From an optimization exercise on the open Yosys and OpenROAD flow, aimed at small area; shortcuts taken in it are not production practice.
Only simulation tests tie the RTL to the original design; equivalence was not proved.
Power figures rest on the tool's default switching activity, not on a simulated workload.

### design/flow/config.mk
export PLATFORM = sky130hd
export DESIGN_NAME = motor_io_top
export DESIGN_NICKNAME = motor_io_top
export VERILOG_FILES = /design/flow/design.v
export SDC_FILE = /design/flow/constraint.sdc
export NUM_CORES = 4
export LEC_CHECK = 0
export CAP_MARGIN = 0
export CORE_MARGIN = 2
export CORE_UTILIZATION = 40
export CTS_BUF_LIST = sky130_fd_sc_hd__clkbuf_4
export SLEW_MARGIN = 0
### design/flow/constraint.sdc
create_clock -name core_clock -period 10.0 [get_ports {clk_50}]
set_input_delay 2.0000 -clock core_clock [delete_from_list [all_inputs] [get_ports {clk_50}]]
set_output_delay 2.0000 -clock core_clock [all_outputs]
set_load 0.01 [all_outputs]
### design/flow/design.v
`default_nettype none
package motor_io_pkg;
	typedef enum logic [8-1:0] {
		count_0     = 8'h00,  
		count_1     = 8'h04,
		count_2     = 8'h08,
		count_3     = 8'h0C,
		duty_0      = 8'h10,  
		duty_1      = 8'h14,
		duty_2      = 8'h18,
		duty_3      = 8'h1C,
		count_clear = 8'h20   
	} reg_addr_e;
	typedef enum logic [1:0] {step_none, step_up, step_down, step_invalid} quad_step_e;
endpackage
`default_nettype wire
`default_nettype none
module apb_reg_file (
	input  logic                      clk_50,
	input  logic                      reset,
	input  logic                      psel,
	input  logic                      penable,
	input  logic                      pwrite,
	input  logic [8-1:0]  paddr,
	input  logic [32-1:0]  pwdata,
	output logic [32-1:0]  prdata,
	output logic                      pready,
	output logic                      pslverr,
	input  logic [4*32-1:0] enc_counts,
	output logic [4*11-1:0]   pwm_duties,
	output logic [4-1:0] count_clear
);
	logic       access;   
	logic       aligned;  
	logic       in_cnt;   
	logic       in_duty;  
	logic       in_clr;   
	logic [3:0] word;     
	assign access  = psel & penable;
	assign aligned = (paddr[1:0] == 2'b00);
	assign in_cnt  = aligned & (paddr[7:4] == 4'h0);
	assign in_duty = aligned & (paddr[7:4] == 4'h1);
	assign in_clr  = (paddr == 8'h20);
	for (genvar i = 0; i < 4; i++) begin : gen_word
		assign word[i] = (paddr[3:2] == 2'(i));
	end
	logic rd, wr;
	assign rd = access & ~pwrite;
	assign wr = access & pwrite;
	assign pready  = access;
	assign pslverr = access & ~((in_cnt & ~pwrite) | in_duty | in_clr);
	logic [3:0] sel_cnt, sel_duty;
	for (genvar i = 0; i < 4; i++) begin : gen_sel
		assign sel_cnt[i]  = rd & in_cnt & word[i];
		assign sel_duty[i] = rd & in_duty & word[i];
	end
	always_comb begin
		prdata = '0;
		for (int i = 0; i < 4; i++) begin
			prdata = prdata | ({32{sel_cnt[i]}} & enc_counts[i*32 +: 32]);
			prdata[11-1:0] = prdata[11-1:0]
				| ({11{sel_duty[i]}} & pwm_duties[i*11 +: 11]);
		end
	end
	logic [4*11-1:0] pwm_duties_n;
	logic [11-1:0] wdata_n;
	assign wdata_n = ~(pwdata[11-1:0] & {11{~reset}});
	for (genvar i = 0; i < 4; i++) begin : gen_duty
		logic load;
		assign load = reset | (wr & in_duty & word[i]);
		always_ff @(posedge clk_50) begin
			if (load)
				pwm_duties_n[i*11 +: 11] <= wdata_n;  
		end
	end
	assign pwm_duties = ~pwm_duties_n;
	always_ff @(posedge clk_50) begin
		count_clear <= pwdata[4-1:0] & {4{~reset & wr & in_clr}};  
	end
endmodule
`default_nettype wire
`default_nettype none
module quad_decoder (
	input  logic                      clk_50,
	input  logic                      reset,
	input  logic [1:0]                pins,   
	input  logic                      clear,
	input  logic                      settle,  
	output logic [32-1:0] count
);
	logic [1:0] sync_0;  
	logic [1:0] sync_1;  
	logic [1:0] prev;    
	always_ff @(posedge clk_50) begin
		sync_0 <= pins;
		sync_1 <= sync_0;
		if (reset || settle)
			prev <= '0;
		else
			prev <= sync_1;
	end
	logic step, down, kill;
	assign step = sync_1[0] ^ prev[0] ^ sync_1[1] ^ prev[1];
	assign down = prev[1] ^ sync_1[0];
	assign kill = reset | settle | clear;  
	logic [32:0]   up_c, dn_c;
	logic [32-1:0] next;
	assign up_c[0] = step & ~down;
	assign dn_c[0] = step & down;
	for (genvar i = 0; i < 32; i++) begin : gen_bit
		assign up_c[i+1] = up_c[i] & count[i];
		assign dn_c[i+1] = dn_c[i] & ~count[i];
		assign next[i]   = ~kill & (count[i] ^ (up_c[i] | dn_c[i]));
	end
	always_ff @(posedge clk_50) begin
		count <= next;
	end
endmodule
`default_nettype wire
`default_nettype none
module pwm_bank (
	input  logic                      clk_50,
	input  logic                      reset,
	input  logic [4*11-1:0] pwm_duties,
	output logic [4-1:0] pwm_out
);
	logic [11-1:0] period_cnt;  
	logic                    wrap;        
	logic                    valid;       
	logic [4*11-1:0] active;    
	logic [4*11-1:0] active_n;  
	assign wrap = &period_cnt;
	logic [11:0]   carry;
	logic [11-1:0] cnt_next;
	assign carry[0] = 1'b1;
	for (genvar b = 0; b < 11; b++) begin : gen_cnt
		assign cnt_next[b]  = ~reset & (period_cnt[b] ^ carry[b]);
		assign carry[b+1]   = period_cnt[b] & carry[b];
	end
	always_ff @(posedge clk_50) begin
		period_cnt <= cnt_next;
		valid      <= ~reset & (valid | wrap);
		if (wrap)
			active_n <= ~pwm_duties;  
	end
	assign active = ~active_n;
	logic [4-1:0] pwm_next;
	for (genvar i = 0; i < 4; i++) begin : gen_ch
		logic [11:0] lt;
		assign lt[0] = 1'b0;
		for (genvar b = 0; b < 11; b++) begin : gen_lt
			logic nc, a;
			assign nc = ~period_cnt[b];
			assign a  = active[i*11 + b];
			assign lt[b+1] = (nc & a) | (nc & lt[b]) | (a & lt[b]);
		end
		assign pwm_next[i] = ~reset & valid & lt[11];
	end
	always_ff @(posedge clk_50) begin
		pwm_out <= pwm_next;  
	end
endmodule
`default_nettype wire
`default_nettype none
module motor_io_top (
	input  logic                                                clk_50,
	input  logic                                                reset,
	input  logic                                                psel,
	input  logic                                                penable,
	input  logic                                                pwrite,
	input  logic [8-1:0]                            paddr,
	input  logic [32-1:0]                            pwdata,
	output logic [32-1:0]                            prdata,
	output logic                                                pready,
	output logic                                                pslverr,
	input  logic [4-1:0]                           enc_a,
	input  logic [4-1:0]                           enc_b,
	output logic [4-1:0]                           pwm_out
);
	logic [4*32-1:0] enc_counts;   
	logic [4*11-1:0]   pwm_duties;   
	logic [4-1:0] count_clear;  
	apb_reg_file apb_reg_file_inst (
		.clk_50      (clk_50),
		.reset       (reset),
		.psel        (psel),
		.penable     (penable),
		.pwrite      (pwrite),
		.paddr       (paddr),
		.pwdata      (pwdata),
		.prdata      (prdata),
		.pready      (pready),
		.pslverr     (pslverr),
		.enc_counts  (enc_counts),
		.pwm_duties  (pwm_duties),
		.count_clear (count_clear)
	);
	logic reset_d1, reset_d2, settle;
	always_ff @(posedge clk_50) begin
		reset_d1 <= reset;
		reset_d2 <= reset_d1;
	end
	assign settle = reset_d1 | reset_d2;
	for (genvar i = 0; i < 4; i++) begin : gen_enc
		quad_decoder quad_decoder_inst (
			.clk_50 (clk_50),
			.reset  (reset),
			.pins   ({enc_a[i], enc_b[i]}),
			.clear  (count_clear[i]),
			.settle (settle),
			.count  (enc_counts[i*32 +: 32])
		);
	end
	pwm_bank pwm_bank_inst (
		.clk_50     (clk_50),
		.reset      (reset),
		.pwm_duties (pwm_duties),
		.pwm_out    (pwm_out)
	);
endmodule
`default_nettype wire
### design/flow/flow/run.sh
#!/bin/bash
# Own layout flow: the standard ORFS flow, with three changes that only
# affect how the cells are chosen, not what is built or measured:
#  - synthesis maps the logic with an area-oriented ABC script (flow/abc.script)
#    instead of ORFS's speed script; everything else in synthesis is ORFS's
#    own synth.tcl and the standard flow's wrapper (flatten, rename) unchanged;
#  - port buffers are the smallest buffer, sky130_fd_sc_hd__buf_1;
#  - clock tree synthesis runs without dummy loads, with clkbuf_4 buffers
#    and clusters of at most 10 flip-flops.
# Every tool's output goes to a log file in this folder (and ORFS's own logs
# under orfs/logs).
set -euo pipefail
W=$(pwd)
F=$W/flow

# synthesis script: ORFS's synth.tcl with the abc call pointed at our script
sed 's#log_cmd abc {\*}$abc_args#log_cmd abc -script '"$F"'/abc.script {*}[lrange $abc_args 2 end]#' \
	"$FLOW_HOME/scripts/synth.tcl" > "$W/own_synth.tcl"
grep -q "$F/abc.script" "$W/own_synth.tcl"
sed "s#source \$::env(SCRIPTS_DIR)/synth.tcl#source $W/own_synth.tcl#" "$W/synth_recipe.tcl" > "$W/own_synth_recipe.tcl"
grep -q "own_synth.tcl" "$W/own_synth_recipe.tcl"

# The standard.sh, with the synthesis script swapped
sed "s#SYNTH_SCRIPT=[^ ]*synth_recipe.tcl#SYNTH_SCRIPT=$W/own_synth_recipe.tcl#" "$W/standard.sh" > "$W/own_standard.sh"
grep -q "own_synth_recipe.tcl" "$W/own_standard.sh"

bash "$W/own_standard.sh" \
	"BUFFER_PORTS_ARGS=-buffer_cell sky130_fd_sc_hd__buf_1" \
	"CTS_ARGS=-sink_clustering_enable -repair_clock_nets -dont_use_dummy_load -buf_list sky130_fd_sc_hd__clkbuf_4 -sink_clustering_size 10 -sink_clustering_max_diameter 50" \
	finish > "$W/flow_make.log" 2>&1
### design/flow/flow/abc.script
strash
balance
rewrite
refactor
balance
rewrite
rewrite -z
balance
refactor -z
rewrite -z
balance
dch -f
&get -n
&nf -a -R 1000
&put
strash
&get -n
&nf -a -R 1000
&put
topo
### design/flow/standard.sh
#!/bin/bash
# synth_recipe.tcl (not shown) runs the flow's synth.tcl, then flattens the netlist and writes it again
# the make line also repeats each setting of config.mk as NAME=value (left out here)
make -C /OpenROAD-flow-scripts/flow DESIGN_CONFIG=/design/flow/config.mk WORK_HOME=/design/flow/orfs CLKGATE_MAP_FILE= SYNTH_SCRIPT=/design/flow/synth_recipe.tcl "${@:-finish}"
==> results of run 1 <==
## critical path: stages (launching register included)
cell	delay, ns
dfxtp_1	0.38
xor2_1	0.18
xnor2_1	0.19
nor2b_1	0.17
nand2b_1	0.11
or4_1	0.47
or3_1	0.38
or3_1	0.38
or3_1	0.39
or3_1	0.38
or3_1	0.38
or3_1	0.37
or3_1	0.38
or3_1	0.38
or3_1	0.38
or3_1	0.39
or3_1	0.39
or3_1	0.38
or3_1	0.37
o21ai_0	0.23
a21oi_1	0.10
o21a_1	0.14
## state kept, by name (all words and copies together), names as in the netlist
signal / count
apb_reg_file_inst.count_clear: 4
pwm_bank_inst.pwm_out: 4
apb_reg_file_inst.pwm_duties_n: 44
gen_enc.quad_decoder_inst.sync_0: 8
gen_enc.quad_decoder_inst.count: 128
reset_d2: 1
gen_enc.quad_decoder_inst.sync_1: 8
pwm_bank_inst.active_n: 44
pwm_bank_inst.period_cnt: 11
gen_enc.quad_decoder_inst.prev: 8
pwm_bank_inst.valid: 1
reset_d1: 1
## logic make-up after synthesis
family	after synthesis	synth area share, %
AND/OR/NAND/NOR	416	18.4
AO/OA/AOI/OAI	398	22.0
flip-flops	262	55.3
buffers and inverters	22	0.746
XOR/XNOR	21	1.66
adder cells (fa/ha/maj)	16	1.65
multiplexers	2	0.181
## metrics by stage
step           cells  utilization [%]  instance area [um2]  hold WS, ns  setup WS, ns
2_1_floorplan   1137                -                11100        0.310          3.33
3_3_place_gp    1591             44.0                11900        0.310          3.07
3_5_place_dp    1591             44.0                11900        0.312          2.97
4_1_cts         1628             45.0                12200        0.255          2.87
5_1_grt         1629             45.0                12200        0.250          2.44
6_report        1629             45.0                12200        0.260          2.87
## final cells by class
cell class              count  area [um2]  area share (%)
diodes                      1        2.50          0.0205
clock buffers              37         278            2.28
inverters                  22        82.6           0.677
multi-input cells         853        4880            40.0
flip-flops and latches    262        6130            50.2
well taps                 372         465            3.82
repair buffers             82         357            2.92
## synthesized netlist by cell type, types with 9 or more instances
master / number
dfxtp_1: 174
nand2_1: 144
o21ai_0: 139
edfxtp_1: 88
a21oi_1: 79
nor2_1: 67
a22oi_1: 63
or3_1: 53
nand2b_1: 36
nand3_1: 35
o22ai_1: 33
a311oi_1: 30
and3_1: 30
clkinv_1: 22
xnor2_1: 17
a31oi_1: 16
a221oi_1: 14
and2_0: 13
nor2b_1: 12
ha_1: 9
## layout by cell type (no fill, tap or decap), types with 3 or more instances in the layout
| master | n |
|---|---|
| a21o_1 | 4 |
| nor2_2 | 4 |
| nand3b_1 | 5 |
| a211oi_1 | 4 |
| edfxtp_1 | 88 |
| o31ai_1 | 4 |
| and2_0 | 13 |
| nand2b_1 | 36 |
| ha_1 | 9 |
| buf_1 | 69 |
| nand2_1 | 144 |
| or4_1 | 4 |
| a31oi_1 | 16 |
| nand3_1 | 35 |
| nor3_1 | 5 |
| xnor2_1 | 17 |
| o21ai_0 | 139 |
| a221oi_1 | 14 |
| o21bai_1 | 3 |
| a22oi_1 | 63 |
| clkbuf_4 | 37 |
| or3_1 | 53 |
| o22ai_1 | 33 |
| and3_1 | 30 |
| xor2_1 | 4 |
| dfxtp_1 | 174 |
| nor2b_1 | 12 |
| a311oi_1 | 30 |
| a21oi_1 | 79 |
| buf_4 | 13 |
| nand4_1 | 8 |
| nor2_1 | 63 |
| clkinv_1 | 22 |
| maj3_1 | 7 |
| o211ai_1 | 3 |
| o21a_1 | 3 |
## report_power, final
| part | internal (W) | total (W) | leakage [nW] | switching, W |
|---|---|---|---|---|
| clock | 0.000171 | 0.000515 | 0.170 | 0.000344 |
| sequential | 0.00114 | 0.00117 | 2.25 | 0.0000300 |
| combinational | 0.0000535 | 0.000141 | 1.83 | 0.0000871 |
## metal layers
| metal | routed length, um | part of all wire [%] | vias up | track usage [%] |
|---|---|---|---|---|
| met4 | 574 | 2.1 | 0 | 5.65 |
| met2 | 12100 | 45 | 185 | 30.7 |
| met5 | 0 | 0 | - | 0 |
| li1 | - | - | 4571 | - |
| met1 | 12800 | 48 | 4212 | 25.8 |
| met3 | 1290 | 4.8 | 43 | 2.81 |
## worst paths after layout
check                                                 start                                              to  slack [ns]  cells past startpoint
min          gen_enc[3].quad_decoder_inst.sync_0[1]$_DFF_P_  gen_enc[3].quad_decoder_inst.sync_1[1]$_DFF_P_        0.26                      0
max          gen_enc[3].quad_decoder_inst.sync_1[0]$_DFF_P_  gen_enc[3].quad_decoder_inst.count[31]$_DFF_P_        2.87                     21
min reg2reg  gen_enc[3].quad_decoder_inst.sync_0[1]$_DFF_P_  gen_enc[3].quad_decoder_inst.sync_1[1]$_DFF_P_        0.26                      0
max reg2reg  gen_enc[3].quad_decoder_inst.sync_1[0]$_DFF_P_  gen_enc[3].quad_decoder_inst.count[31]$_DFF_P_        2.87                     21
==> results by group, run 1 <==
Placed design
  • I/O Buffers: 69
  • DP HPWL: 18500 um
  • Routability Congestion: 0.808

Critical path
  • CP Launch Type: flip-flop
  • Req. time, crit path: 10.47 ns
  • Critical Path Sink Type: flip-flop
  • Crit path kind: reg2reg
  • CP max FO: 4
  • Data arrival, critical path: 7.60 ns

Logic synthesis
  • Register area share after synthesis: 55.3%
  • EDFF count, synth: 88
  • Syn Area/Cell: 9.74 um2
  • Post-Synthesis Cell Area: 0.0111 mm2
  • Yosys cell types: 38
  • Most used DFF post-synth: dfxtp_1
  • Synth area leaders: dfxtp_1 (31%), edfxtp_1 (24%), o21ai_0 (6.3%)
  • Cell taking the most area after synthesis: dfxtp_1
  • Synth warn: 4
  • Post-Syn Nets: 1199
  • FFs w/ async S/R, synth: 0%
  • Cells after Synth: 1137
  • Post-synthesis register bit count: 262
  • Top-area cell type share of the netlist area: 31.5%

Floorplanning
  • Site Rows: 60
  • Core Region: 0.0271 mm2
  • Height of the die: 170 um
  • Die ar.: 0.0290 mm2
  • Die width: 170 um
  • I/O pins: 91
  • Initial Utilization: 40.8%

Clock tree
  • Setup Buffers After CTS: 0
  • Htree depth: 2
  • Clk sinks: 262
  • CTS Hold Buffers Added: 0
  • Clock tree buffer depth: 3
  • Worst-skew pair later-pin latency: 0.65 ns
  • Root Driver: clkbuf_4
  • CTS tree: built
  • Post-CTS Resized: 0
  • Clk slew on worst S/H paths: 0.09 ns
  • Cts bufs inserted: 37

Timing
  • RSZ-0062 raised after global routing: false
  • Max Fclk: 0.140 GHz
  • TNS Setup: 0 ns
  • Tmin final: 7.13 ns
  • Final slew viol count: 0
  • Worst rel slew slack: 34.8%
  • Worst-Margin Slew: 0.977 ns
  • Final setup fails: 0
  • Post-Route Skew: 0.0769 ns
  • Period utilization: 71.3%
  • Final hold vios: 0

Global route
  • Initial antenna violation count: 1
  • First-pass GRT wire length: 43300 um
  • Vias in the first global route: 8460
  • GRT Residual Overflow: 0
  • Largest net degree at the start of global routing: 45
  • GRT Overall Usage: 18.8%

Route
  • Drc violations: 0
  • Initial DRC count: 581
  • Antenna viol nets, final: 0
  • Total wire length: 26700 um
  • DR WL/cell: 16.4 um
  • Via count: 9011
  • Drt pass-1 iters: 5
  • Via density: 5.53

Run status
  • Run status: complete, no violations

Min path
  • Hold Path Class: reg2reg

Finish
  • Layout cells sized above 1: 4.46%
  • Nets: 1320
  • Area Overhead vs Synth: 10.1%
  • Filler instances: 2620

Power and ir drop
  • PwrDens: 149 mW/mm2
  • Power Total: 0.00182 W
  • Pleak: 4.24 nW
  • Worst VDD drop: 0.0710 mV

Flow run
  • Number of max-cap violations: 0
==> run 2: changes to the inputs <==
--- a/design/flow/config.mk
+++ b/design/flow/config.mk
@@ -7,3 +7,3 @@
 export LEC_CHECK = 0
-export CAP_MARGIN = 0
+export CAP_MARGIN = 20
 export CORE_MARGIN = 2
@@ -11,2 +11,3 @@
 export CTS_BUF_LIST = sky130_fd_sc_hd__clkbuf_4
-export SLEW_MARGIN = 0
+export GPL_TIMING_DRIVEN = 0
+export SLEW_MARGIN = 20
==> run 2 against run 1 <==
Net effect:
- core utilization is 0.33 points higher
- clock skew is 0.044 ns higher
- setup slack better by 0.014 ns
- combinational power hardly changed
- cell area is 0.73% higher
- final cell count is 0.12% lower
- critical path type unchanged
- synthesized area stayed put
- power is 0.11% lower
- largest power group unchanged
==> results by group, run 2 <==
Logic synthesis
  • Syn Area/Cell: 9.74 um2
  • Post-Synthesis Cell Area: 0.0111 mm2
  • Register area share after synthesis: 55.3%
  • Top-area cell type share of the netlist area: 31.5%
  • Most used DFF post-synth: dfxtp_1
  • Cell taking the most area after synthesis: dfxtp_1
  • Synth area leaders: dfxtp_1 (31%), edfxtp_1 (24%), o21ai_0 (6.3%)
  • Most frequent cell after synthesis: dfxtp_1
  • Yosys cell types: 38
  • Post-synthesis register bit count: 262
  • Post-Syn Nets: 1199
  • Cells after Synth: 1137
  • EDFF count, synth: 88
  • FFs w/ async S/R, synth: 0%
  • Most instantiated cells after synthesis: dfxtp_1 (174), nand2_1 (144), o21ai_0 (139)
  • Synth warn: 4

Timing
  • Final setup fails: 0
  • Worst-Margin Slew: 0.930 ns
  • Post-Route Skew: 0.121 ns
  • Tmin final: 7.11 ns
  • Fin Hold WS: 0.312 ns
  • TNS Setup: 0 ns
  • Final slew viol count: 0
  • Period utilization: 71.1%
  • Final hold vios: 0
  • RSZ-0062 raised after global routing: false
  • Max Fclk: 0.141 GHz
  • Worst rel slew slack: 37.9%

Clock tree
  • Htree depth: 2
  • CTS Hold Buffers Added: 0
  • Setup Buffers After CTS: 0
  • CTS tree: built
  • Post-CTS Resized: 0
  • Clock tree buffer depth: 3
  • Root Driver: clkbuf_4
  • Cts bufs inserted: 36
  • Clk sinks: 262
  • Worst-skew pair later-pin latency: 0.66 ns
  • Clk slew on worst S/H paths: 0.10 ns

Critical path
  • Most frequent cell on the critical path: or3_1
  • Reg-to-reg slack, setup: 2.89 ns
  • R2R depth: 21
  • Reg2reg end: gen_enc[3].quad_decoder_inst.count[31]$_DFF_P_
  • Data arrival, critical path: 7.55 ns
  • Reg2Reg Launch Point: gen_enc[3].quad_decoder_inst.sync_1[0]$_DFF_P_
  • CP max stage delay: 0.46 ns
  • CP max FO: 4
  • Critical path origin: gen_enc[3].quad_decoder_inst.sync_1[0]$_DFF_P_
  • Critical Path Sink Type: flip-flop
  • Critical Path, Cell by Cell: xor2_1, xnor2_1, nor2b_1, nand2b_1, or4_1, or3_1, or3_1, or3_1, or3_1, or3_1, or3_1, or3_1, or3_1, or3_1, or3_1, or3_1, or3_1, or3_1, o21ai_0, a21oi_1, o21a_1
  • Cell with the largest stage delay on the worst path: or4_1
  • Crit path kind: reg2reg
  • CP Launch Type: flip-flop
  • Req. time, crit path: 10.44 ns

Min path
  • Hold path depth: 0
  • Hold Path Sink: gen_enc[0].quad_decoder_inst.sync_1[1]$_DFF_P_
  • HP Start: gen_enc[0].quad_decoder_inst.sync_0[1]$_DFF_P_
  • Hold Path Class: reg2reg

Placed design
  • I/O Buffers: 69
  • Placed Area: 0.0120 mm2
  • DP HPWL: 19200 um
  • Routability Congestion: 0.826

Global route
  • Largest net degree at the start of global routing: 32
  • GRT Overall Usage: 18.9%
  • Initial antenna violation count: 1
  • First-pass GRT wire length: 43600 um
  • Vias in the first global route: 8587
  • GRT Residual Overflow: 0

Power and ir drop
  • Pleak: 4.26 nW
  • Worst VDD drop: 0.0693 mV
  • Power Total: 0.00182 W
  • PwrDens: 148 mW/mm2

Finish
  • Layout cells sized above 1: 4.94%
  • Commonest non-fill, non-tap cell in the layout: dfxtp_1
  • Commonest cells after routing, fill and taps aside: dfxtp_1 (174), nand2_1 (144), o21ai_0 (139)
  • Layout Utilization: 45.3%
  • Nets: 1318
  • Area Overhead vs Synth: 10.9%
  • Largest regs: gen_enc.quad_decoder_inst.count: 128 flops, apb_reg_file_inst.pwm_duties_n: 44 flops, pwm_bank_inst.active_n: 44 flops
  • Post-route cell area: 0.0123 mm2
  • Reg with most FFs: gen_enc.quad_decoder_inst.count
  • Max FFs per register: 128

Floorplanning
  • Height of the die: 170 um
  • Site Rows: 60
  • Die width: 170 um
  • Die ar.: 0.0290 mm2
  • Initial Utilization: 40.8%
  • I/O pins: 91
  • Core Region: 0.0271 mm2

Flow run
  • Number of max-cap violations: 0

Route
  • Total wire length: 26900 um
  • Via count: 9075
  • Antenna viol nets, final: 0
  • Drt pass-1 iters: 7
  • DR WL/cell: 16.6 um
  • Drc violations: 0
  • Via density: 5.58
  • Initial DRC count: 637

Run status
  • Run status: complete, no violations
==> run 2: layer usage <==
metal / up-vias / track usage [%] / wire, um
li1: 4561 / - / -
met1: 4278 / 25.5 / 12700
met2: 185 / 31.3 / 12200
met3: 51 / 3.12 / 1380
met4: 0 / 5.83 / 648
met5: - / 0 / 0
==> run 2: cell families after synthesis <==
| family | Yosys count | share of synthesized area, % |
|---|---|---|
| buf+inv | 22 | 0.746 |
| simple gates | 416 | 18.4 |
| fa+ha+maj | 16 | 1.65 |
| flops | 262 | 55.3 |
| compound gates | 398 | 22.0 |
| xor+xnor | 21 | 1.66 |
| mux | 2 | 0.181 |
==> run 2: worst max-delay path by stage <==
stage	cells past startpoint	to
2_1_floorplan	7	prdata[4]
3_3_place_gp	9	prdata[10]
3_5_place_dp	21	gen_enc[3].quad_decoder_inst.count[31]$_DFF_P_
4_1_cts	21	gen_enc[3].quad_decoder_inst.count[31]$_DFF_P_
5_1_grt	21	gen_enc[3].quad_decoder_inst.count[31]$_DFF_P_
6_report	21	gen_enc[3].quad_decoder_inst.count[31]$_DFF_P_
==> run 2: stage by stage <==
step	std cells	worst slack, ns
2_1_floorplan	1137	3.33
3_3_place_gp	1578	0.786
3_5_place_dp	1590	2.96
4_1_cts	1626	2.86
5_1_grt	1627	2.35
6_report	1627	2.89
==> run 2: report_power, final <==
group | internal [W] | switching (W)
Clock | 0.000167 | 0.000346
Combinational | 0.0000528 | 0.0000874
Sequential | 0.00114 | 0.0000302
Total | 0.00136 | 0.000464
==> run 2: worst max-delay path: cells and delay by family (launching register included) <==
family | cells | cell delay (ns)
flops | 1 | 0.37
xor+xnor | 2 | 0.37
simple gates | 16 | 5.70
compound gates | 3 | 0.49
==> run 2: cell type report <==
cell class              count  area, um2
fillers                  2628      14800
inverters                  22       82.6
multi-input cells         853       4920
flip-flops and latches    262       6130
well taps                 372        465
diodes                      1       2.50
clock buffers              36        270
repair buffers             81        414
==> run 3: changes to the inputs <==
--- a/design/flow/config.mk
+++ b/design/flow/config.mk
@@ -11,3 +11,2 @@
 export CTS_BUF_LIST = sky130_fd_sc_hd__clkbuf_4
-export GPL_TIMING_DRIVEN = 0
 export SLEW_MARGIN = 20
==> run 3 against run 2 <==
Net effect:
- synthesized area unchanged
- routed wire length fell by 0.68%
- synthesized cell count is the same
- worst hold slack got worse by 0.052 ns
- fmax decreased by 0.20%
- setup slack worse by 0.014 ns
- critical path type unchanged
- largest cell class unchanged
- largest power group unchanged
==> results by group, run 3 <==
Logic synthesis
  • Synth warn: 4
  • Post-synthesis register bit count: 262
  • Synth area leaders: dfxtp_1 (31%), edfxtp_1 (24%), o21ai_0 (6.3%)
  • Post-Syn Nets: 1199
  • FFs w/ async S/R, synth: 0%
  • EDFF count, synth: 88
  • Register area share after synthesis: 55.3%
  • Most frequent cell after synthesis: dfxtp_1
  • Cells after Synth: 1137
  • Syn Area/Cell: 9.74 um2
  • Most used DFF post-synth: dfxtp_1
  • Yosys cell types: 38
  • Most instantiated cells after synthesis: dfxtp_1 (174), nand2_1 (144), o21ai_0 (139)
  • Top-area cell type share of the netlist area: 31.5%
  • Post-Synthesis Cell Area: 0.0111 mm2
  • Cell taking the most area after synthesis: dfxtp_1

Route
  • Drt pass-1 iters: 5
  • DR WL/cell: 16.4 um
  • Via density: 5.53
  • Drc violations: 0
  • Initial DRC count: 581
  • Via count: 9011
  • Total wire length: 26700 um
  • Antenna viol nets, final: 0

Floorplanning
  • Initial Utilization: 40.8%
  • I/O pins: 91
  • Height of the die: 170 um
  • Site Rows: 60
  • Die ar.: 0.0290 mm2
  • Die width: 170 um
  • Core Region: 0.0271 mm2

Critical path
  • Cell with the largest stage delay on the worst path: or4_1
  • Critical Path, Cell by Cell: xor2_1, xnor2_1, nor2b_1, nand2b_1, or4_1, or3_1, or3_1, or3_1, or3_1, or3_1, or3_1, or3_1, or3_1, or3_1, or3_1, or3_1, or3_1, or3_1, o21ai_0, a21oi_1, o21a_1
  • Reg2reg end: gen_enc[3].quad_decoder_inst.count[31]$_DFF_P_
  • Most frequent cell on the critical path: or3_1
  • R2R depth: 21
  • Reg2Reg Launch Point: gen_enc[3].quad_decoder_inst.sync_1[0]$_DFF_P_
  • CP max stage delay: 0.47 ns
  • Req. time, crit path: 10.47 ns
  • CP Launch Type: flip-flop
  • CP delay by family, top: simple AND/OR/NAND/NOR gates
  • CP max FO: 4
  • Critical Path Sink Type: flip-flop
  • Data arrival, critical path: 7.60 ns
  • Reg-to-reg slack, setup: 2.87 ns
  • Crit path kind: reg2reg
  • WP buf/inv: 0

Clock tree
  • Clk sinks: 262
  • Setup Buffers After CTS: 0
  • Htree depth: 2
  • Clk slew on worst S/H paths: 0.09 ns
  • Post-CTS Resized: 0
  • CTS Hold Buffers Added: 0
  • Cts bufs inserted: 37
  • Worst-skew pair later-pin latency: 0.65 ns
  • Clock tree buffer depth: 3
  • CTS tree: built
  • Root Driver: clkbuf_4

Finish
  • Layout Utilization: 45.0%
  • Commonest non-fill, non-tap cell in the layout: dfxtp_1
  • Max FFs per register: 128
  • Layout cells sized above 1: 4.46%
  • Register area: 0.00613 mm2
  • Largest regs: gen_enc.quad_decoder_inst.count: 128 flops, apb_reg_file_inst.pwm_duties_n: 44 flops, pwm_bank_inst.active_n: 44 flops
  • Reg with most FFs: gen_enc.quad_decoder_inst.count
  • Commonest cells after routing, fill and taps aside: dfxtp_1 (174), nand2_1 (144), o21ai_0 (139)
  • Post-route cell area: 0.0122 mm2
  • Area occupied by multi-input gates: 0.00488 mm2
  • Non-filler cells, final: 1629
  • Nets: 1320
  • Filler instances: 2620
  • Area Overhead vs Synth: 10.1%

Timing
  • RSZ-0062 raised after global routing: false
  • Max Fclk: 0.140 GHz
  • Final setup fails: 0
  • Worst-Margin Slew: 0.977 ns
  • Final slew viol count: 0
  • TNS Setup: 0 ns
  • Tmin final: 7.13 ns
  • Worst rel slew slack: 34.8%
  • Post-Route Skew: 0.0769 ns
  • Final hold vios: 0
  • Period utilization: 71.3%

Power and ir drop
  • Switch share: 25.3%
  • Worst VDD drop: 0.0710 mV
  • PwrDens: 149 mW/mm2
  • Combinational share of power: 7.7%
  • Internal power: 0.00136 W
  • Clock network power share: 28.2%
  • Pleak: 4.24 nW
  • Seq pwr share: 64.0%
  • Power Total: 0.00182 W
  • P_sw: 0.000461 W

Global route
  • First-pass GRT wire length: 43300 um
  • Largest net degree at the start of global routing: 45
  • GRT Residual Overflow: 0
  • GRT Overall Usage: 18.8%
  • Vias in the first global route: 8460
  • Initial antenna violation count: 1

Placed design
  • Placed Area: 0.0119 mm2
  • Cells after DPL: 1591
  • DP HPWL: 18500 um
  • I/O Buffers: 69
  • Routability Congestion: 0.808

Min path
  • Hold Path Sink: gen_enc[3].quad_decoder_inst.sync_1[1]$_DFF_P_
  • Hold Path Class: reg2reg
  • Hold path depth: 0
  • HP Start: gen_enc[3].quad_decoder_inst.sync_0[1]$_DFF_P_

Flow run
  • Number of max-cap violations: 0

Run status
  • Run status: complete, no violations
==> run 3: cell counts after synthesis <==
No cell type changed its count.
==> run 3: final cells by class <==
type / instances / share of cell area (%)
antenna: 1 / 0.0205
clock buffer: 37 / 2.28
inverter: 22 / 0.677
multi-input combinational: 853 / 40.0
sequential: 262 / 50.2
tap: 372 / 3.82
timing repair buffer: 82 / 2.92
==> run 3: power by group through the flow <==
stage / clock network, W / logic [W] / registers (W)
6_report: 0.000515 / 0.000141 / 0.00117
3_5_place_dp: 0 / 0.000140 / 0.00119
2_1_floorplan: 0 / 0.000104 / 0.00118
3_3_place_gp: 0 / 0.000136 / 0.00119
4_1_cts: 0.000536 / 0.000141 / 0.00117
5_1_grt: 0.000576 / 0.000162 / 0.00117
==> run 3: worst reg2reg max path, cell delays in order, from the launching register on <==
cell and delay, ns:
dfxtp_1 0.38, xor2_1 0.18, xnor2_1 0.19, nor2b_1 0.17, nand2b_1 0.11, or4_1 0.47, or3_1 0.38, or3_1 0.39
or3_1 0.39, or3_1 0.39, or3_1 0.38, or3_1 0.37, or3_1 0.38, or3_1 0.38, or3_1 0.38, or3_1 0.39
or3_1 0.39, or3_1 0.38, or3_1 0.37, o21ai_0 0.23, a21oi_1 0.10, o21a_1 0.14
==> run 3: logic make-up (layout without fill, tap and decap cells) <==
logic type	after synthesis	count (layout)	synth area share, %
AND/OR/NAND/NOR	416	416	18.4
adder cells (fa/ha/maj)	16	16	1.65
buffers and inverters	22	141	0.746
flip-flops	262	262	55.3
multiplexers	2	2	0.181
XOR/XNOR	21	21	1.66
other	0	1	0
AO/OA/AOI/OAI	398	398	22.0
==> run 3: per-stage QoR <==
step	hold WS, ns	setup WS [ns]
final	0.260	2.87
after global placement	0.310	3.07
after detailed placement	0.312	2.97
after CTS	0.255	2.87
after global routing	0.250	2.44
after floorplan	0.310	3.33
==> run 3: how the worst max path moves through the flow <==
stage	start	depth (start not counted)	to	slack, ns
final	gen_enc[3].quad_decoder_inst.sync_1[0]$_DFF_P_	21	gen_enc[3].quad_decoder_inst.count[31]$_DFF_P_	2.87
after global routing	gen_enc[3].quad_decoder_inst.sync_1[0]$_DFF_P_	21	gen_enc[3].quad_decoder_inst.count[31]$_DFF_P_	2.44
after CTS	gen_enc[3].quad_decoder_inst.sync_1[0]$_DFF_P_	21	gen_enc[3].quad_decoder_inst.count[31]$_DFF_P_	2.87
after detailed placement	gen_enc[3].quad_decoder_inst.sync_1[0]$_DFF_P_	21	gen_enc[3].quad_decoder_inst.count[31]$_DFF_P_	2.97
after global placement	gen_enc[3].quad_decoder_inst.sync_1[0]$_DFF_P_	21	gen_enc[3].quad_decoder_inst.count[31]$_DFF_P_	3.07
after floorplan	paddr[4]	7	prdata[4]	3.33
==> run 3: metal layers <==
metal  global-route usage (%)  share of wire [%]  up-vias
li1                         -                  -     4571
met2                     30.7                 45      185
met3                     2.81                4.8       43
met4                     5.65                2.1        0
met5                        0                  0        -
met1                     25.8                 48     4212
==> run 4: changes to the inputs <==
--- a/design/flow/flow/run.sh
+++ b/design/flow/flow/run.sh
@@ -28,3 +28,3 @@
 	"BUFFER_PORTS_ARGS=-buffer_cell sky130_fd_sc_hd__buf_1" \
-	"CTS_ARGS=-sink_clustering_enable -repair_clock_nets -dont_use_dummy_load -buf_list sky130_fd_sc_hd__clkbuf_4 -sink_clustering_size 10 -sink_clustering_max_diameter 50" \
+	"CTS_ARGS=-sink_clustering_enable -repair_clock_nets -dont_use_dummy_load -buf_list sky130_fd_sc_hd__clkbuf_4 -sink_clustering_size 10 -sink_clustering_max_diameter 60" \
 	finish > "$W/flow_make.log" 2>&1
==> run 4 against run 3 <==
Net effect:
- first-iteration DRC count up 4.5%
- via count down 0.22%
- still clean
- flip-flop and latch count unchanged
- critical path depth unchanged
- combinational power about the same
- cell area down 0.37%
- final cell count down 0.37%
- worst hold slack better by 0.068 ns
==> results by group, run 4 <==
Floorplanning
  • I/O pins: 91
  • Core Region: 0.0271 mm2
  • Site Rows: 60
  • Height of the die: 170 um
  • Die ar.: 0.0290 mm2
  • Initial Utilization: 40.8%
  • Die width: 170 um

Clock tree
  • Root Driver: clkbuf_4
  • Clk sinks: 262
  • Htree depth: 1
  • Clock tree buffer depth: 3
  • CTS tree: built
  • Setup Buffers After CTS: 0
  • Worst-skew pair later-pin latency: 0.73 ns
  • CTS Hold Buffers Added: 0
  • Cts bufs inserted: 31
  • Clk slew on worst S/H paths: 0.10 ns
  • Post-CTS Resized: 0

Timing
  • Worst rel slew slack: 35.4%
  • RSZ-0062 raised after global routing: false
  • Final slew viol count: 0
  • Final setup fails: 0
  • Tmin final: 7.14 ns
  • Max Fclk: 0.140 GHz
  • TNS Setup: 0 ns
  • Period utilization: 71.4%
  • Post-Route Skew: 0.105 ns
  • Worst-Margin Slew: 0.969 ns
  • Fin Hold WS: 0.328 ns
  • Final hold vios: 0

Critical path
  • CP Launch Type: flip-flop
  • Critical Path Sink Type: flip-flop
  • R2R depth: 21
  • CP max FO: 4
  • Req. time, crit path: 10.52 ns
  • CP max stage delay: 0.47 ns
  • Most frequent cell on the critical path: or3_1
  • Reg-to-reg slack, setup: 2.86 ns
  • Data arrival, critical path: 7.66 ns
  • Reg2Reg Launch Point: gen_enc[3].quad_decoder_inst.sync_1[0]$_DFF_P_
  • Critical Path, Cell by Cell: xor2_1, xnor2_1, nor2b_1, nand2b_1, or4_1, or3_1, or3_1, or3_1, or3_1, or3_1, or3_1, or3_1, or3_1, or3_1, or3_1, or3_1, or3_1, or3_1, o21ai_0, a21oi_1, o21a_1
  • Reg2reg end: gen_enc[3].quad_decoder_inst.count[31]$_DFF_P_
  • Cell with the largest stage delay on the worst path: or4_1
  • Crit path kind: reg2reg

Finish
  • Filler instances: 2619
  • Commonest non-fill, non-tap cell in the layout: dfxtp_1
  • Layout cells sized above 1: 4.00%
  • Area occupied by multi-input gates: 0.00488 mm2
  • Area Overhead vs Synth: 9.73%
  • Max FFs per register: 128
  • Largest regs: gen_enc.quad_decoder_inst.count: 128 flops, apb_reg_file_inst.pwm_duties_n: 44 flops, pwm_bank_inst.active_n: 44 flops
  • Commonest cells after routing, fill and taps aside: dfxtp_1 (174), nand2_1 (144), o21ai_0 (139)
  • Nets: 1314
  • Register area: 0.00613 mm2
  • Reg with most FFs: gen_enc.quad_decoder_inst.count

Logic synthesis
  • Most instantiated cells after synthesis: dfxtp_1 (174), nand2_1 (144), o21ai_0 (139)
  • Post-synthesis register bit count: 262
  • Yosys cell types: 38
  • Synth area leaders: dfxtp_1 (31%), edfxtp_1 (24%), o21ai_0 (6.3%)
  • Register area share after synthesis: 55.3%
  • Synth warn: 4
  • Post-Syn Nets: 1199
  • Cells after Synth: 1137
  • Cell taking the most area after synthesis: dfxtp_1
  • Most used DFF post-synth: dfxtp_1
  • Most frequent cell after synthesis: dfxtp_1
  • EDFF count, synth: 88
  • Syn Area/Cell: 9.74 um2
  • FFs w/ async S/R, synth: 0%
  • Post-Synthesis Cell Area: 0.0111 mm2
  • Top-area cell type share of the netlist area: 31.5%

Placed design
  • I/O Buffers: 69
  • DP HPWL: 18500 um
  • Routability Congestion: 0.808

Global route
  • GRT Residual Overflow: 0
  • GRT Overall Usage: 18.7%
  • Initial antenna violation count: 1
  • Largest net degree at the start of global routing: 45
  • First-pass GRT wire length: 43500 um
  • Vias in the first global route: 8425

Min path
  • HP Start: gen_enc[0].quad_decoder_inst.sync_0[0]$_DFF_P_
  • Hold Path Class: reg2reg
  • Hold Path Sink: gen_enc[0].quad_decoder_inst.sync_1[0]$_DFF_P_
  • Hold path depth: 0

Route
  • Initial DRC count: 607
  • Via count: 8991
  • Drc violations: 0
  • Drt pass-1 iters: 6
  • Met3 WL post-DR: 1160 um
  • Antenna viol nets, final: 0
  • Max layer used: met4
  • DR WL/cell: 16.6 um
  • Via density: 5.54
  • Met2 wire len: 12200 um
  • Total wire length: 26900 um
  • M1 WL: 13000 um

Power and ir drop
  • Pleak: 4.22 nW
  • PwrDens: 147 mW/mm2
  • Worst VDD drop: 0.0612 mV

Flow run
  • Number of max-cap violations: 0

Run status
  • Run status: complete, no violations
-- run 4: cell counts after synthesis --
Identical to the previous run, type by type.
-- run 4: layout make-up --
cell class,instances,area share [%]
Sequential cell,262,50.4
Multi-Input combinational cell,853,40.2
Tap cell,372,3.83
Timing Repair Buffer,82,2.94
Clock buffer,31,1.92
Inverter,22,0.680
Antenna cell,1,0.0206
-- run 4: worst max-delay path, delay by kind of cell (launching register included) --
family           cells  cell delay, ns
XOR/XNOR             2            0.37
AND/OR/NAND/NOR     16            5.72
AO/OA/AOI/OAI        3            0.47
flip-flops           1            0.39
-- run 4: cell families after synthesis --
| group | after synthesis | synth area share [%] |
|---|---|---|
| AO/OA/AOI/OAI | 398 | 22.0 |
| XOR/XNOR | 21 | 1.66 |
| adder cells (fa/ha/maj) | 16 | 1.65 |
| buffers and inverters | 22 | 0.746 |
| flip-flops | 262 | 55.3 |
| multiplexers | 2 | 0.181 |
| AND/OR/NAND/NOR | 416 | 18.4 |
-- run 4: worst max path at each step --
stage / from / endpoint / slack, ns / cells past startpoint
3_5_place_dp: gen_enc[3].quad_decoder_inst.sync_1[0]$_DFF_P_ / gen_enc[3].quad_decoder_inst.count[31]$_DFF_P_ / 2.97 / 21
4_1_cts: gen_enc[3].quad_decoder_inst.sync_1[0]$_DFF_P_ / gen_enc[3].quad_decoder_inst.count[31]$_DFF_P_ / 2.85 / 21
5_1_grt: gen_enc[3].quad_decoder_inst.sync_1[0]$_DFF_P_ / gen_enc[3].quad_decoder_inst.count[31]$_DFF_P_ / 2.38 / 21
6_report: gen_enc[3].quad_decoder_inst.sync_1[0]$_DFF_P_ / gen_enc[3].quad_decoder_inst.count[31]$_DFF_P_ / 2.86 / 21
3_3_place_gp: gen_enc[3].quad_decoder_inst.sync_1[0]$_DFF_P_ / gen_enc[3].quad_decoder_inst.count[31]$_DFF_P_ / 3.07 / 21
2_1_floorplan: paddr[4] / prdata[4] / 3.33 / 7
-- run 4: stage by stage --
stage / power [W] / setup WS [ns] / utilization, % / instances / instance area, um2
2_1_floorplan: 0.00129 / 3.33 / - / 1137 / 11100
3_3_place_gp: 0.00133 / 3.07 / 44.0 / 1591 / 11900
3_5_place_dp: 0.00133 / 2.97 / 44.0 / 1591 / 11900
4_1_cts: 0.00181 / 2.85 / 44.8 / 1622 / 12100
5_1_grt: 0.00188 / 2.38 / 44.8 / 1623 / 12100
6_report: 0.00179 / 2.86 / 44.8 / 1623 / 12100
-- run 4: routing by layer --
| layer | GRT usage, % | vias up |
|---|---|---|
| met1 | 26.1 | 4216 |
| met2 | 31.1 | 172 |
| met4 | 4.57 | 0 |
| met3 | 2.28 | 40 |
| met5 | 0 | - |
| li1 | - | 4563 |
-- run 4: report_power, final --
part	total, W	leakage (nW)	switching, W	internal [W]
combinational	0.000140	1.83	0.0000869	0.0000535
clock	0.000480	0.143	0.000338	0.000142
sequential	0.00117	2.25	0.0000301	0.00114

## port drivers added, routing unchanged
In the flow no input, the clock included, has a driving cell. The finished layouts below were timed again as built, in two steps.
Step 1, drivers: a clkbuf_16 drives clk_50 and a buf_2 each remaining input, both assumed.
Step 2 moves the port delays by t, midway between the first and last clock arrival at a register: inputs arrive t later, outputs are due t later. That takes back most of the time a late clock gives input paths.
Slacks: no drivers / after step 1 / after step 2; pairs: no drivers / after step 1.
run | shift t [ns] | setup slack, ns | hold WS [ns] | worst register clock-pin slew, ns
run 1 | 0.656 | 2.874 / 2.874 / 2.874 | 0.260 / 0.260 / 0.260 | 0.11 / 0.11
run 2 | 0.640 | 2.888 / 2.888 / 2.888 | 0.312 / 0.312 / 0.312 | 0.12 / 0.12
run 3 | 0.656 | 2.874 / 2.874 / 2.874 | 0.260 / 0.260 / 0.260 | 0.11 / 0.11
run 4 | 0.718 | 2.864 / 2.864 / 2.864 | 0.328 / 0.328 / 0.328 | 0.12 / 0.12
After both steps setup and hold are still met in every run listed.
